This design comes from an exercise in tuning for small area and a short achievable clock period on the open sky130 flow, not from production work. In this exercise RTL edits were held to simulation tests only and were not proved equivalent to the original.

==> nickel <==
==> flow/design.v <==
module dll_retry_monitor #(
  parameter int DEPTH          = 16,
  parameter int REPLAY_TIMEOUT = 1024
) (
  input  logic                 sclk,
  input  logic                 srst,
  input  logic [1:0]           dlcm_state_i,
  input  logic                 tl2dll_valid_i,
  input  logic [255:0]         tl2dll_data_i,
  output logic                 tl2dll_ready_o,
  input  logic [15:0]          acknak_seq_num_i,
  input  logic [1:0]           acknak_seq_en_i,
  output logic                 tlp_valid_o,
  output logic [255:0]         tlp_data_o,
  output logic [11:0]          tlp_seq_o,
  input  logic                 arb_ready_i,
  output logic                 replay_rollover_o,
  output logic [$clog2(DEPTH):0] buf_count_o
);
  localparam int AW = $clog2(DEPTH);
  localparam int PW = AW + 1;
  localparam int TW = $clog2(REPLAY_TIMEOUT);
  function automatic logic lt_f(input logic [PW-1:0] x, input logic [PW-1:0] y);
    logic r;
    r = 1'b0;
    for (int i = 0; i < PW; i++) begin
      r = (~x[i] & y[i]) | (~(x[i] ^ y[i]) & r);
    end
    lt_f = r;
  endfunction
  function automatic logic [11:0] inc12_f(input logic [11:0] x);
    logic [11:0] r;
    logic        c;
    c = 1'b1;
    for (int i = 0; i < 12; i++) begin
      r[i] = x[i] ^ c;
      c    = c & x[i];
    end
    inc12_f = r;
  endfunction
  function automatic logic [PW-1:0] inc5_f(input logic [PW-1:0] x);
    inc5_f = addc5_f(x, 1'b1);
  endfunction
  function automatic logic [PW-1:0] addc5_f(input logic [PW-1:0] x, input logic ci);
    logic [PW-1:0] r;
    logic          c;
    c = ci;
    for (int i = 0; i < PW; i++) begin
      r[i] = x[i] ^ c;
      c    = c & x[i];
    end
    addc5_f = r;
  endfunction
  function automatic logic [PW-1:0] sub5_f(input logic [PW-1:0] x, input logic [PW-1:0] y);
    logic [PW-1:0] r;
    logic          c;
    c = 1'b1;
    for (int i = 0; i < PW; i++) begin
      r[i] = x[i] ^ ~y[i] ^ c;
      c    = (x[i] & ~y[i]) | (x[i] & c) | (~y[i] & c);
    end
    sub5_f = r;
  endfunction
  function automatic logic [DEPTH-1:0] dec_f(input logic [AW-1:0] x, input int off);
    logic [DEPTH-1:0] r;
    for (int k = 0; k < DEPTH; k++) begin
      r[k] = x == AW'(k - off);
    end
    dec_f = r;
  endfunction
  logic [255:0]  mem [DEPTH];
  logic [255:0]  dout, dout_nx;
  logic          rep, rep_nx;           
  logic [11:0]   ackd, ackd_nx;
  logic [6:0]    ahp1, ahp1_nx;         
  logic [PW-1:0] sm1, sm1_nx;           
  logic [PW-1:0] rm1, rm1_nx;           
  logic [PW-1:0] tm1, tm1_nx;           
  logic [PW-1:0] count, count_nx;       
  logic [TW-1:0] timer, timer_nx;
  logic [1:0]    rnum, rnum_nx, rbase;
  logic          roll, roll_nx;
  logic          rdy, rdy_nx;           
  logic          vld, vld_nx;           
  logic [11:0]   tseq, tseq_nx;
  logic          dl_active, acc, hs;
  logic [11:0]   seq_in;
  logic [PW-1:0] v, a, sp1, sadv;
  logic          ack_ev, nak_ev, bor, gt_s, gt_r;
  logic          wrap_r, wrap_s, purge, pass, rstart, rsel;
  logic          eq_a, eq_r, eq_s, eq_s1, counting, tmo;
  logic [DEPTH-1:0] ohv, oha, ohs1, ohs2, ohs, ohw;
  logic [DEPTH:0]   cv, ca, cs;
  logic          hi_eq0, hi_eq1, ax_eq, byp_v, byp_a, byp_s;
  logic          pick_v, pick_a;
  logic [DEPTH:0]   sel;
  logic [11:0]   hip1;
  logic          unused_hi;
  assign unused_hi = ^acknak_seq_num_i[15:12];
  assign dl_active = dlcm_state_i == 2'd3;
  assign acc       = dl_active & rdy & tl2dll_valid_i;
  assign hs        = dl_active & vld & arb_ready_i;
  assign seq_in = acknak_seq_num_i[11:0];
  assign ack_ev = acknak_seq_en_i == 2'b01;
  assign nak_ev = acknak_seq_en_i == 2'b10;
  assign hip1 = inc12_f({5'd0, seq_in[11:5]});
  assign v = seq_in[PW-1:0];
  assign a = ackd[PW-1:0];              
  assign sp1  = inc5_f(sm1);
  assign sadv = hs ? sp1 : sm1;
  dll_retry_lt5 u_lva (.x(v), .y(a), .lt(bor));
  dll_retry_lt5 u_lsv (.x(sm1), .y(v), .lt(gt_s));
  dll_retry_lt5 u_lrv (.x(rm1), .y(v), .lt(gt_r));
  dll_retry_eq5 u_eva (.x(v), .y(a), .eq(eq_a));
  dll_retry_eq5 u_esv (.x(sm1), .y(v), .eq(eq_s));
  dll_retry_eq5 u_erv (.x(rm1), .y(v), .eq(eq_r));
  dll_retry_eq5 u_es1 (.x(sp1), .y(v), .eq(eq_s1));
  dll_retry_eq7  u_hi0 (.x(seq_in[11:5]), .y(ackd[11:5]), .eq(hi_eq0));
  dll_retry_eq7  u_hi1 (.x(seq_in[11:5]), .y(ahp1), .eq(hi_eq1));
  assign wrap_r = lt_f(rm1, a);
  assign wrap_s = lt_f(sm1, a);
  assign ax_eq  = rep ? (rm1 == a) : (hs ? (sp1 == a) : (sm1 == a));
  assign counting = ~rep & (sm1 != a);
  assign tmo      = counting & (&timer);
  dll_retry_pick u_pick (
    .ack(ack_ev), .nak(nak_ev), .rep(rep), .hs(hs), .tmo(tmo),
    .bor(bor), .eq_a(eq_a), .gt_s(gt_s), .gt_r(gt_r), .eq_s(eq_s),
    .eq_s1(eq_s1), .eq_r(eq_r), .wrap_s(wrap_s), .wrap_r(wrap_r),
    .hi_eq0(hi_eq0), .hi_eq1(hi_eq1), .ax_eq(ax_eq),
    .purge(purge), .pick_v(pick_v), .pick_a(pick_a), .pass(pass),
    .rstart(rstart)
  );
  assign rsel   = pick_v | pick_a;
  always_comb begin
    sm1_nx   = rsel ? (purge ? v : a) : sadv;
    rm1_nx   = (rstart & ~rep) ? sadv : rm1;
    if (rep) begin
      rep_nx = rstart | ~(pass ? eq_r : (hs ? (sp1 == rm1) : (sm1 == rm1)));
    end else begin
      rep_nx = rstart;
    end
    tm1_nx   = addc5_f(tm1, acc);
    count_nx = purge ? sub5_f(tm1_nx, v) : addc5_f(count, acc);
    ackd_nx  = purge ? seq_in : ackd;
    ahp1_nx  = purge ? hip1[6:0] : ahp1;
    timer_nx = timer;
    if (rstart | purge) begin
      timer_nx = '0;
    end else if (counting) begin
      timer_nx = timer + TW'(1);
    end
    rbase    = purge ? 2'd0 : rnum;
    rnum_nx  = rstart ? rbase + 2'd1 : rbase;
    roll_nx  = rstart & (rbase == 2'd3);
    rdy_nx   = ~count_nx[PW-1] & ~rep_nx;
    vld_nx   = sm1_nx != tm1_nx;
    tseq_nx  = rsel ? (purge ? inc12_f(seq_in) : inc12_f(ackd))
                    : (hs ? inc12_f(tseq) : tseq);
  end
  assign ohv  = dec_f(v[AW-1:0], 1);
  assign oha  = dec_f(a[AW-1:0], 1);
  assign ohs1 = dec_f(sm1[AW-1:0], 1);
  assign ohs2 = dec_f(sm1[AW-1:0], 2);
  assign ohs  = hs ? ohs2 : ohs1;
  assign byp_v = acc & (v[AW-1:0] == tm1[AW-1:0]);
  assign byp_a = acc & (a[AW-1:0] == tm1[AW-1:0]);
  assign byp_s = acc & (hs ? sp1[AW-1:0] == tm1[AW-1:0] : ~vld);
  assign cv = {byp_v, ohv & {DEPTH{~byp_v}}};
  assign ca = {byp_a, oha & {DEPTH{~byp_a}}};
  assign cs = {byp_s, ohs & {DEPTH{~byp_s}}};
  for (genvar k = 0; k <= DEPTH; k++) begin : g_sel
    dll_retry_sel3 u_sel (.pv(pick_v), .pa(pick_a), .cv(cv[k]), .ca(ca[k]),
                          .cs(cs[k]), .y(sel[k]));
  end
  for (genvar b = 0; b < 256; b++) begin : g_rd
    logic [DEPTH:0] col;
    always_comb begin
      col[DEPTH] = tl2dll_data_i[b];
      for (int k = 0; k < DEPTH; k++) col[k] = mem[k][b];
    end
    dll_retry_rd_bit #(.N(DEPTH + 1)) u_rd (.sel(sel), .d(col), .y(dout_nx[b]));
  end
  assign ohw = dec_f(tm1[AW-1:0], 1);
  always_ff @(posedge sclk) begin
    if (srst) begin
      rep   <= 1'b0;
      ackd  <= 12'hFFF;
      ahp1  <= 7'd0;
      sm1   <= '1;
      rm1   <= '1;
      tm1   <= '1;
      count <= '0;
      timer <= '0;
      rnum  <= '0;
      roll  <= 1'b0;
      rdy   <= 1'b1;
      vld   <= 1'b0;
      tseq  <= '0;
    end else begin
      rep   <= rep_nx;
      ackd  <= ackd_nx;
      ahp1  <= ahp1_nx;
      sm1   <= sm1_nx;
      rm1   <= rm1_nx;
      tm1   <= tm1_nx;
      count <= count_nx;
      timer <= timer_nx;
      rnum  <= rnum_nx;
      roll  <= roll_nx;
      rdy   <= rdy_nx;
      vld   <= vld_nx;
      tseq  <= tseq_nx;
    end
  end
  always_ff @(posedge sclk) begin
    dout <= dout_nx;
    for (int k = 0; k < DEPTH; k++) begin
      if (acc & ohw[k]) begin
        mem[k] <= tl2dll_data_i;
      end
    end
  end
  dll_retry_ogate #(.W(1)) u_ready (.srst(srst), .dl(dlcm_state_i), .q(rdy),
                                    .y(tl2dll_ready_o));
  dll_retry_ogate #(.W(1)) u_valid (.srst(srst), .dl(dlcm_state_i), .q(vld),
                                    .y(tlp_valid_o));
  dll_retry_ogate #(.W(PW + 1), .DL(0)) u_cnt (.srst(srst), .dl(dlcm_state_i),
                                    .q({roll, count}),
                                    .y({replay_rollover_o, buf_count_o}));
  assign tlp_data_o = dout;
  assign tlp_seq_o  = tseq;
endmodule
module dll_retry_ogate #(
  parameter int W  = 1,
  parameter bit DL = 1'b1
) (
  input  logic         srst,
  input  logic [1:0]   dl,
  input  logic [W-1:0] q,
  output logic [W-1:0] y
);
  if (DL) begin : g_dl
    assign y = q & {W{~srst & dl[0] & dl[1]}};
  end else begin : g_nodl
    assign y = q & {W{~srst}};
  end
endmodule
module dll_retry_rd_bit #(
  parameter int N = 17
) (
  input  logic [N-1:0] sel,
  input  logic [N-1:0] d,
  output logic         y
);
  localparam int G = (N + 2) / 3;
  logic [G-1:0] gn;
  for (genvar g = 0; g < G; g++) begin : g_aoi
    localparam int W = (3 * g + 3 <= N) ? 3 : N - 3 * g;
    dll_retry_aoi #(.W(W)) u_aoi (.s(sel[3*g +: W]), .d(d[3*g +: W]), .yn(gn[g]));
  end
  assign y = ~&gn;
endmodule
module dll_retry_lt5 (
  input  logic [4:0] x,
  input  logic [4:0] y,
  output logic       lt
);
  logic [4:0] l, ng;
  assign l  = ~x & y;
  assign ng = ~x | y;
  assign lt = l[4] | (ng[4] & l[3]) | (&ng[4:3] & l[2]) | (&ng[4:2] & l[1])
            | (&ng[4:1] & l[0]);
endmodule
module dll_retry_eq5 (
  input  logic [4:0] x,
  input  logic [4:0] y,
  output logic       eq
);
  assign eq = x == y;
endmodule
module dll_retry_eq7 (
  input  logic [6:0] x,
  input  logic [6:0] y,
  output logic       eq
);
  assign eq = x == y;
endmodule
module dll_retry_pick (
  input  logic ack, nak, rep, hs, tmo,
  input  logic bor, eq_a, gt_s, gt_r, eq_s, eq_s1, eq_r,
  input  logic wrap_s, wrap_r, hi_eq0, hi_eq1, ax_eq,
  output logic purge, pick_v, pick_a, pass, rstart
);
  logic hi_ok, le_s, le_r, in_s, in_r, in_w, eq_x;
  assign hi_ok  = bor ? hi_eq1 : hi_eq0;
  assign le_s   = ~gt_s;
  assign le_r   = ~gt_r;
  assign in_s   = wrap_s ? (~bor | le_s) : (~bor & le_s);
  assign in_r   = wrap_r ? (~bor | le_r) : (~bor & le_r);
  assign in_w   = hi_ok & (rep ? in_r : in_s);
  assign purge  = (ack | nak) & in_w & ~eq_a;
  assign pass   = rep & purge & ~in_s;
  assign eq_x   = rep ? eq_r : (hs ? eq_s1 : eq_s);
  assign pick_v = purge & ((nak & ~eq_x) | (rep & ~in_s));
  assign pick_a = (nak & eq_a & hi_eq0 & ~ax_eq) | (tmo & ~purge);
  assign rstart = (purge & nak & ~eq_x) | pick_a;
endmodule
module dll_retry_sel3 (
  input  logic pv,
  input  logic pa,
  input  logic cv,
  input  logic ca,
  input  logic cs,
  output logic y
);
  assign y = pv ? cv : (pa ? ca : cs);
endmodule
module dll_retry_aoi #(
  parameter int W = 3
) (
  input  logic [W-1:0] s,
  input  logic [W-1:0] d,
  output logic         yn
);
  assign yn = ~|(s & d);
endmodule
==> flow/flow/run.sh <==
#!/bin/bash
# Standard layout, with the port buffers made of buf_2 cells instead of the
# delay buffers buffer_ports picks by default. Full tool output goes to
# run.log in this folder (ORFS's per-step logs stay under orfs/logs).
set -o pipefail
export BUFFER_PORTS_ARGS="-buffer_cell sky130_fd_sc_hd__buf_2"
bash standard.sh > run.log 2>&1
==> flow/standard.sh <==
#!/bin/bash
# synth_recipe.tcl (not shown) runs the flow's synth.tcl, then flattens the netlist and writes it again
# the make line also repeats each setting of config.mk as NAME=value (left out here)
make -C /OpenROAD-flow-scripts/flow DESIGN_CONFIG=/design/flow/config.mk WORK_HOME=/design/flow/orfs CLKGATE_MAP_FILE= SYNTH_SCRIPT=/design/flow/synth_recipe.tcl "${@:-finish}"
==> flow/config.mk <==
export PLATFORM = sky130hd
export DESIGN_NAME = dll_retry_monitor
export DESIGN_NICKNAME = dll_retry_monitor
export VERILOG_FILES = /design/flow/design.v
export SDC_FILE = /design/flow/constraint.sdc
export NUM_CORES = 4
export LEC_CHECK = 0
export CAP_MARGIN = 20
export CORE_MARGIN = 2
export CORE_UTILIZATION = 50
export CTS_CLUSTER_DIAMETER = 100
export CTS_CLUSTER_SIZE = 28
export SETUP_SLACK_MARGIN = 4.2
export SLEW_MARGIN = 20
export SYNTH_HIERARCHICAL = 1
export SYNTH_MINIMUM_KEEP_SIZE = 0
export TNS_END_PERCENT = 10
==> flow/constraint.sdc <==
create_clock -name core_clock -period 8.0 [get_ports {sclk}]
set_input_delay 1.6000 -clock core_clock [delete_from_list [all_inputs] [get_ports {sclk}]]
set_output_delay 1.6000 -clock core_clock [all_outputs]
set_load 0.01 [all_outputs]
==> sierra (differences from nickel) <==
==> flow/run.sh (new file) <==
#!/bin/bash
# synth_recipe.tcl (not shown) runs the flow's synth.tcl, then flattens the netlist and writes it again
# the make line also repeats each setting of config.mk as NAME=value (left out here)
make -C /OpenROAD-flow-scripts/flow DESIGN_CONFIG=/design/flow/config.mk WORK_HOME=/design/flow/orfs CLKGATE_MAP_FILE= SYNTH_SCRIPT=/design/flow/synth_recipe.tcl finish
--- a/flow/config.mk
+++ b/flow/config.mk
@@ -9,9 +9,8 @@
 export CORE_MARGIN = 2
 export CORE_UTILIZATION = 50
 export CTS_CLUSTER_DIAMETER = 100
-export CTS_CLUSTER_SIZE = 28
+export CTS_CLUSTER_SIZE = 30
 export SETUP_SLACK_MARGIN = 4.2
 export SLEW_MARGIN = 20
 export SYNTH_HIERARCHICAL = 1
 export SYNTH_MINIMUM_KEEP_SIZE = 0
-export TNS_END_PERCENT = 10
removed: flow/flow/run.sh
removed: flow/standard.sh
==> run_summary.xml <==
<?xml version="1.0" encoding="UTF-8"?>
<metrics>
  <group name="sta">
    <metric name="fin_skew" unit="ns">0.0542</metric>
    <metric name="drv_slew" unit="">27</metric>
  </group>
  <group name="outcome">
    <metric name="status" unit="">failed layout checks</metric>
    <metric name="so_faults" unit="">max-slew violations</metric>
  </group>
  <group name="setup_path">
    <metric name="rr_startpoint" unit="">sm1[0]</metric>
    <metric name="path_cells" unit="">buf_8, nand4_4, clkinv_4, buf_12, buf_12, mux2i_1, buf_4, a211o_1, nand4_1, nor4_2, and4b_2, o21bai_4, mux2i_1, o21ai_4, buf_12, a222oi_1, nand3_1</metric>
    <metric name="cp-startpoint" unit="">dlcm_state_i[1]</metric>
  </group>
  <group name="grt">
    <metric name="grt_max_degree" unit="">104</metric>
    <metric name="vias_in_the_first_global_route" unit="">82400</metric>
  </group>
  <group name="route">
    <metric name="route.met3.wl" unit="um">48900</metric>
  </group>
  <group name="final_layout">
    <metric name="seq_area_share" unit="%">74.2</metric>
  </group>
</metrics>
(the above is from nickel)
==> run_summary.xml <==
<?xml version="1.0" encoding="UTF-8"?>
<metrics>
  <group name="outcome">
    <metric name="status" unit="">finished clean</metric>
  </group>
  <group name="logic_synthesis">
    <metric name="ys.flop_type" unit="">sky130_fd_sc_hd__edfxtp_1</metric>
  </group>
  <group name="sta">
    <metric name="fin_skew" unit="ns">0.0551</metric>
    <metric name="drv_slew" unit="">0</metric>
  </group>
  <group name="setup_path">
    <metric name="rr_startpoint" unit="">sm1[1]</metric>
    <metric name="path_cells" unit="">buf_6, nand4_4, clkinv_4, buf_4, xnor2_4, a21oi_2, xnor2_1, nor4_2, and4b_2, o21bai_4, buf_12, buf_6, mux2i_4, o21ai_4, buf_12, buf_12, buf_12, buf_16, a222oi_1, and4_1, nand3_2</metric>
  </group>
  <group name="grt">
    <metric name="grt_max_degree" unit="">103</metric>
    <metric name="vias_in_the_first_global_route" unit="">84000</metric>
  </group>
  <group name="final_layout">
    <metric name="final-seq-area" unit="mm2">0.129</metric>
    <metric name="seq_area_share" unit="%">70.1</metric>
  </group>
  <group name="clock_network">
    <metric name="clock_sink_count" unit="">4419</metric>
  </group>
  <group name="route">
    <metric name="route.met3.wl" unit="um">64000</metric>
  </group>
  <group name="worst_hold_path">
    <metric name="timing.hold.worst_path_depth" unit="">2</metric>
  </group>
</metrics>
(the above is from sierra)

==> re-timing with driven ports <==
The results above use ideal ports. As a check the final layouts listed here were re-extracted and re-timed, cells and wires unchanged.
Step 1 assumes that a clkbuf_16 drives the clock port and a buf_2 every other input.
Step 2 moves the port delays by t, midway between the first and last clock arrival at a register: inputs arrive t later, outputs are due t later. That takes back most of the time a late clock gives input paths.
Slacks: ideal ports / drivers / drivers and shift; pairs: ideal ports / drivers.
run	shift t [ns]	setup WS [ns]	hold WS [ns]	worst setup path at the end
nickel	1.007	3.382 / 3.442 / 2.435	0.450 / 0.450 / 0.450	input to register
sierra	1.014	3.367 / 3.435 / 2.421	0.456 / 0.456 / 0.456	input to register
The setup slack of nickel, which loses most, moves by +0.060 ns with the drivers and by -0.947 ns with both steps.
